Source: an optimization exercise on an open RTL-to-GDS flow (aim: small area). Production flows keep margins and buffers that such runs may drop.
The RTL was checked by simulation tests, not by an equivalence proof against the original design.
Power and IR drop assume default switching activity.

## mips_regfile
module mips_regfile #(
  parameter int WIDTH = 32,
  parameter int DEPTH = 32
) (
  input  logic             clk,
  input  logic             reset,
  input  logic             reg_write,
  input  logic [4:0]       write_reg,
  input  logic [WIDTH-1:0] write_data,
  input  logic [4:0]       read_reg1,
  input  logic [4:0]       read_reg2,
  output logic [WIDTH-1:0] read_data1,
  output logic [WIDTH-1:0] read_data2
);
  logic [DEPTH-1:1][WIDTH-1:0] regs;
  logic [DEPTH-1:1][WIDTH-1:0] regs_d;
  logic [DEPTH-1:1] valid;
  logic [DEPTH-1:1] we, we_n;
  logic             p;
  logic [WIDTH-1:0] wx;
  always_comb begin
    for (int i = 1; i < DEPTH; i++) begin
      we[i]   = reg_write && (write_reg == i[4:0]);
      we_n[i] = !we[i];
    end
  end
  always_ff @(posedge clk or posedge reset) begin
    if (reset) begin
      valid <= '0;
    end else begin
      valid <= valid | we;
    end
  end
  always_ff @(posedge clk or posedge reset) begin
    if (reset) begin
      p <= 1'b0;
    end else begin
  ...
For scale: ~1000 flip-flops.
==> flow/config.mk <==
export PLATFORM = sky130hd
export DESIGN_NAME = mips_regfile
export DESIGN_NICKNAME = mips_regfile
export VERILOG_FILES = /design/flow/design.v
export SDC_FILE = /design/flow/constraint.sdc
export NUM_CORES = 4
export LEC_CHECK = 0
export CAP_MARGIN = 20
export CORE_MARGIN = 2
export CORE_UTILIZATION = 45
export SLEW_MARGIN = 20
export SYNTH_HIERARCHICAL = 1
==> flow/constraint.sdc <==
create_clock -name core_clock -period 10.0 [get_ports {clk}]
set_input_delay 2.0000 -clock core_clock [delete_from_list [all_inputs] [get_ports {clk}]]
set_output_delay 2.0000 -clock core_clock [all_outputs]
set_load 0.01 [all_outputs]
standard.sh (not shown) runs the stock make flow with config.mk's settings and CLKGATE_MAP_FILE= SYNTH_SCRIPT=/design/flow/synth_recipe.tcl, a recipe that flattens the netlist after the stock synthesis.
==> flow/flow/run.sh <==
#!/bin/bash
set -euo pipefail
B=sky130_fd_sc_hd__clkbuf_16
bash standard.sh \
  "BUFFER_PORTS_ARGS=-buffer_cell sky130_fd_sc_hd__buf_1" \
  "CTS_ARGS=-sink_clustering_enable -repair_clock_nets -buf_list $B -sink_clustering_size 24 -sink_clustering_max_diameter 80 -dont_use_dummy_load" \
  finish > standard.log 2>&1
The starting point produced a clean layout.
Then changed:
--- a/flow/config.mk
+++ b/flow/config.mk
@@ -10 +10 @@
-export CORE_UTILIZATION = 45
+export CORE_UTILIZATION = 70
Outcome: The new run ran to the end with no violations. Die area fell by 35%. Synthesized cell count does not change. Count of clock-buffer cells in the layout fell by 1. Wire length rose by 2.6%. Worst setup slack gets worse by 34 ps. Register-to-register slack gets better by 330 ps. Final cell count fell by 7.4%. Worst hold slack is about the same. Via count rose by 9.2%. Cell area fell by 0.91%. Total power rose by 0.98%.


Starting RTL as in the previous note.
export LEC_CHECK = 0
export CAP_MARGIN = 20
export CORE_MARGIN = 2
export CORE_UTILIZATION = 45
export SLEW_MARGIN = 20
export SYNTH_HIERARCHICAL = 1
create_clock -name core_clock -period 10.0 [get_ports {clk}]
==> flow/flow/run.sh <==
#!/bin/bash
set -euo pipefail
B=sky130_fd_sc_hd__clkbuf_16
bash standard.sh \
  "BUFFER_PORTS_ARGS=-buffer_cell sky130_fd_sc_hd__buf_1" \
  "CTS_ARGS=-sink_clustering_enable -repair_clock_nets -buf_list $B -sink_clustering_size 24 -sink_clustering_max_diameter 80 -dont_use_dummy_load" \
  "RECOVER_POWER=100" \
  finish > standard.log 2>&1
The starting point finished with max-capacitance violations, max-slew violations left.
Rerun with:
==> flow/run.sh (new file) <==
#!/bin/bash
# synth_recipe.tcl (not shown) runs the flow's synth.tcl, then flattens the netlist and writes it again
# the make line also repeats each setting of config.mk as NAME=value (left out here)
make -C /OpenROAD-flow-scripts/flow DESIGN_CONFIG=/design/flow/config.mk WORK_HOME=/design/flow/orfs CLKGATE_MAP_FILE= SYNTH_SCRIPT=/design/flow/synth_recipe.tcl finish
Settings changed: CORE_UTILIZATION 45 to 40.
removed: flow/flow/run.sh
removed: flow/standard.sh
This time the run completed with no timing, DRC or antenna violations; worst setup slack improved by 0.56 ns; wire length went up by a few percent; final cell count went up by a little under a tenth; synthesized area is unchanged; hold slack got worse by 0.0040 ns; first-iteration DRC count went up by about a fifth; count of clock-buffer cells in the layout went up by 98.
Rerun with:
Settings changed: CORE_UTILIZATION 40 to 70, CTS_BUF_LIST from default to sky130_fd_sc_hd__clkbuf_16, CTS_CLUSTER_DIAMETER from default to 80, CTS_CLUSTER_SIZE from default to 24.
=> The changed run went through all stages and came out clean. Design area goes down by 6.2%. Synthesized area is unchanged. Worst setup slack is worse by 0.19 ns. First-iteration DRC count is higher by 24%. Clock-buffer cell count fell by 98. Critical path depth is unchanged. Sequential share of layout area goes up by 3.0 points. Total power falls by 15%. Sequential power stays flat.

-- static timing again, ports no longer ideal --
How much do the figures lean on ideal ports? The routed layouts below were timed once more, with nothing changed but the port constraints. Step 1 assumes that a clkbuf_16 drives the clock port and a buf_2 every other input. Step 2 times the ports against the registers' clock, not the clock port: input delays grow and output delays shrink by t, the midpoint of the rising clock arrivals with the driver on. a / b / c = ideal ports / drivers / drivers and shift; a / b = the first two.
| run | t, ns | setup WS [ns] | worst setup path at the end | worst slew at a driven data input, ns | cell pins on the clock port's net |
|---|---|---|---|---|---|
| the first run of note 1 | 0.707 | 1.951 / 1.909 / 1.909 | input to output | 0.26 | 1 |
| the second run of note 1 | 0.713 | 1.917 / 1.758 / 1.758 | input to output | 0.16 | 1 |
| the first run of note 2 | 0.710 | 0.967 / 0.939 / 0.939 | input to output | 0.25 | 1 |
| the second run of note 2 | 0.757 | 1.532 / 1.498 / 1.498 | input to output | 0.10 | 1 |
| the third run of note 2 | 0.737 | 1.341 / 1.293 / 1.293 | input to output | 0.18 | 1 |
For the second run of note 1, which loses most, drivers alone change the setup slack by -0.159 ns; drivers and shift together by -0.159 ns.
